What follows belongs to an exercise in optimizing a design on an open flow for small area; a production flow would make more cautious choices. At most, simulation tests tie the RTL to the original design; equivalence was not proved. The flow treats the clock pin as an ideal source. Dropping or thinning the clock tree relies on that and would not hold on a real chip. Power and IR drop assume default switching activity.

## cube_raster
module cube_raster
#(
    parameter int NUM_LANES       = 10,
    parameter int WORDS_PER_FRAME = 3,
    parameter int BIT_PERIOD      = 20,
    parameter int ONE_HIGH        = 13,
    parameter int ZERO_HIGH       = 6
) (
    input  logic                   clk,
    input  logic                   reset,
    input  logic                   enable_i,
    input  logic                   ack_i,
    input  logic                   pix_valid_i,
    output logic                   pix_ready_o,
    input  cube_pkg::color_t [NUM_LANES-1:0] pix_color_i,    
    input  cube_pkg::dim_t pix_dim_i,
    output logic                   finished_o,
    output logic [NUM_LANES-1:0]   sout_o
);
    logic st_mult, st_send;
    logic idle, active, xfer;
    logic q_last, q_end, w_zero, word_done;
    logic [4:0] q;                                   
    logic [2:0] w;                                   
    logic [1:0] word_cnt;
    logic       last_word;
    logic [7:0] dim_q;
    logic [7:0] ring_q [NUM_LANES];                  
    logic       ring_flip;
    logic [7:0] ring_col;                            
    logic       ring_hold;                           
    logic       ready_next;
    logic [NUM_LANES-1:0] bit_q;                     
    logic [7:0]  prod_top;                          
    logic       prod_bit;
    logic       prod_bit_q;                          
    assign idle      = ~(pix_ready_o | st_mult | st_send | finished_o);
    assign active    = st_mult | st_send;
    assign xfer      = pix_ready_o & pix_valid_i;
    assign q_last    = (q == 5'd19);
    assign q_end     = (q == 5'd2);
    assign w_zero    = (w == 3'd0);
    assign word_done = st_send & q_end & w_zero;
    assign last_word = (word_cnt == 2'(WORDS_PER_FRAME - 1));
    assign ready_next = (idle & enable_i) | (pix_ready_o & ~pix_valid_i) | (word_done & ~last_word);
    always_ff @(posedge clk) begin
        if (reset) begin
  ...
clock: 5.0 ns
lec_check: 0
cap_margin: 20
core_margin: 2
core_utilization: 40
slew_margin: 20
synth_hierarchical: 1
standard.sh (not shown) runs the stock make flow with config.mk's settings and CLKGATE_MAP_FILE= SYNTH_SCRIPT=/design/flow/synth_recipe.tcl, a recipe that flattens the netlist after the stock synthesis.
==> flow/flow/run.sh <==
#!/bin/bash
# Layout flow: the standard flow (standard.sh) with two changes:
#  - port buffers are the smallest buffer, sky130_fd_sc_hd__buf_1
#  - the clock tree is built by flow/manual_cts.tcl (ORFS's PRE_CTS_TCL hook):
#    four clkbuf_16, each driving a quarter of the flip-flops, fed straight
#    from the clock port; ORFS's own clock tree synthesis is skipped
# The make output goes to standard.log here; ORFS keeps each step's log too.
set -euo pipefail
export BUFFER_PORTS_ARGS="-buffer_cell sky130_fd_sc_hd__buf_1"
export PRE_CTS_TCL="$PWD/flow/manual_cts.tcl"
export MCTS_LEAVES=4
export MCTS_ROOTS=0
export MCTS_LEAF_BUF=sky130_fd_sc_hd__clkbuf_16
bash standard.sh > standard.log 2>&1
Other scripts of this flow, unchanged in this note and not shown: flow/flow/manual_cts.tcl
Rerun with:
--- a/flow/design.v
+++ b/flow/design.v
@@ -125,20 +125,20 @@
         end
     end
     always_ff @(posedge clk) begin
         if (pix_ready_o) begin
             dim_q <= pix_dim_i;
         end
     end
-    assign ring_flip = pix_ready_o | (st_mult & ~q[0]);
+    assign ring_flip = (st_mult & ~q[0]) | (st_send & w_zero & (q == 5'd4));
     for (genvar p = 0; p < NUM_LANES; p++) begin : g_ring
         if (p == 0) begin : g_first
             always_ff @(posedge clk) begin
                 ring_q[p] <= ~((pix_color_i[(14 - p) % 10] | {8{ring_hold}}) &
-                               (ring_q[(p + 1) % NUM_LANES] | {8{pix_ready_o}})) ^ {8{ring_flip}};
+                               ((ring_q[(p + 1) % NUM_LANES] ^ {8{ring_flip}}) | {8{pix_ready_o}}));
             end
         end else begin : g_rest
             always_ff @(posedge clk) begin
                 ring_q[p] <= ~((pix_color_i[(14 - p) % 10] | {8{ring_hold}}) &
                                (ring_q[(p + 1) % NUM_LANES] | {8{pix_ready_o}}));
             end
         end
The changed run finished clean. Utilization climbs by 0.58 points. Routed wire length drops by 5.1%. Total power drops by 9.2%. Sequential power stays flat. Sequential share of layout area climbs by 0.97 points. Critical path depth climbs by 1.
No run of this note takes its clock network from TritonCTS; it comes from the design's own scripts or RTL.

========
== lane 1 ==
Another version of the RTL of cube_raster (not shown whole).
For scale: about 490 cells after synthesis, ~110 I/O pins, ~5400 µm² of cells after synthesis.
export LEC_CHECK = 0
export CAP_MARGIN = 20
export CORE_MARGIN = 2
export CORE_UTILIZATION = 40
export SLEW_MARGIN = 20
export SYNTH_HIERARCHICAL = 1
create_clock -name core_clock -period 5.0 [get_ports {clk}]
==> flow/flow/run.sh <==
#!/bin/bash
# Layout flow: the standard flow (standard.sh) with two changes:
#  - port buffers are the smallest buffer, sky130_fd_sc_hd__buf_1
#  - clock tree synthesis uses small clock buffers and inserts no dummy loads
# The make output goes to standard.log here; ORFS keeps each step's log too.
set -euo pipefail
export BUFFER_PORTS_ARGS="-buffer_cell sky130_fd_sc_hd__buf_1"
export CTS_ARGS="-sink_clustering_enable -repair_clock_nets -dont_use_dummy_load -buf_list sky130_fd_sc_hd__clkbuf_8"
bash standard.sh > standard.log 2>&1
Here is what was changed in the inputs of lane 2 compared with lane 1.
--- a/flow/design.v
+++ b/flow/design.v
@@ -256,23 +256,12 @@
     fa_cell u_fa74 (.a(s29), .b(c50), .c(s51), .s(s73), .co(c74));
     fa_cell u_fa76 (.a(s33), .b(c52), .c(s53), .s(s75), .co(c76));
     fa_cell u_fa78 (.a(s37), .b(c54), .c(s55), .s(s77), .co(c78));
     fa_cell u_fa80 (.a(s39), .b(c56), .c(s57), .s(s79), .co(c80));
     fa_cell u_fa82 (.a(c40), .b(c58), .c(s59), .s(s81), .co(c82));
     fa_cell u_fa84 (.a(pp_6_7), .b(pp_7_6), .c(c60), .s(s83), .co(c84));
     assign row_a = {1'b0, pp_7_7, c82, c80, c78, c76, c74, c72, c70, c68, c66, c64, c62, pp_2_0, pp_0_1, pp_0_0};
     assign row_b = {1'b0, c84, s83, s81, s79, s77, s75, s73, s71, s69, s67, s65, s63, s61, pp_1_0, 1'b0};
-    logic [8:0] cy;
-    assign cy[0] = 1'b0;
-    assign cy[1] = (row_a[0] & row_b[0]) | (row_a[0] & cy[0]) | (row_b[0] & cy[0]);
-    assign cy[2] = (row_a[1] & row_b[1]) | (row_a[1] & cy[1]) | (row_b[1] & cy[1]);
-    assign cy[3] = (row_a[2] & row_b[2]) | (row_a[2] & cy[2]) | (row_b[2] & cy[2]);
-    assign cy[4] = (row_a[3] & row_b[3]) | (row_a[3] & cy[3]) | (row_b[3] & cy[3]);
-    assign cy[5] = (row_a[4] & row_b[4]) | (row_a[4] & cy[4]) | (row_b[4] & cy[4]);
-    assign cy[6] = (row_a[5] & row_b[5]) | (row_a[5] & cy[5]) | (row_b[5] & cy[5]);
-    assign cy[7] = (row_a[6] & row_b[6]) | (row_a[6] & cy[6]) | (row_b[6] & cy[6]);
-    assign cy[8] = (row_a[7] & row_b[7]) | (row_a[7] & cy[7]) | (row_b[7] & cy[7]);
-    assign prod_full[7:0] = '0;
-    assign prod_full[15:8] = row_a[15:8] + row_b[15:8] + {7'b0, cy[8]};
+    assign prod_full = row_a + row_b;
     assign prod_top = prod_full[15:8];
     assign prod_bit = prod_top[3'd7 - w];
 endmodule
### Flow results
Lane 2 finished every step from synthesis to the final layout, and the layout passed the timing, DRC and antenna checks.
Compared with lane 1, lane 2 shows a lower sequential share of layout area.
Looking at met2 demand-to-capacity share in global routing across lane 1 and lane 2, the one that comes out higher is lane 2.
Against lane 1, lane 2 comes in 7.4% higher on total power after layout.
Number of non-clock buffers in the layout (lane 2 vs. lane 1) decreases slightly
Taking lane 1 over lane 2, the number of multi-input combinational cells in the layout ratio works out to 0.915.
Met1 track utilization from global routing: lane 2 < lane 1
Relative to lane 1, synthesized area per cell has gone down in lane 2.
Per the comparison of lane 2 with lane 1, wire length on met1 fell by 53 µm; overall die area rose by about 2.2%; register-to-register slack rose by 0.31 ns.
No functional check of the RTL was part of any run of this note.

-- port drivers added, routing unchanged --
Ports are ideal in the flow. The routed layouts listed here were re-timed in OpenROAD.
Step 1 sets driving cells, clkbuf_16 on the clock port and buf_2 on the other inputs (assumed; they add their load-dependent delay and slew).
Step 2 also shifts input and output timing later by t, the mid clock arrival at the registers, as if the neighbouring blocks saw the same clock.
Slacks: ideal ports / drivers / drivers and shift; pairs: ideal ports / drivers.
run	shift t [ns]	slack for setup (ns)	hold slack, ns	worst setup path after step 2
the first run of note 1	0.243	0.264 / 0.264 / 0.264	0.405 / 0.405 / 0.405	register to register
the second run of note 1	0.241	0.394 / 0.394 / 0.394	0.418 / 0.418 / 0.418	register to register
lane 1	0.448	0.272 / 0.272 / 0.272	0.396 / 0.396 / 0.396	register to register
lane 2	0.441	0.585 / 0.585 / 0.585	0.399 / 0.399 / 0.399	register to register
After both steps every run listed still meets setup and hold.
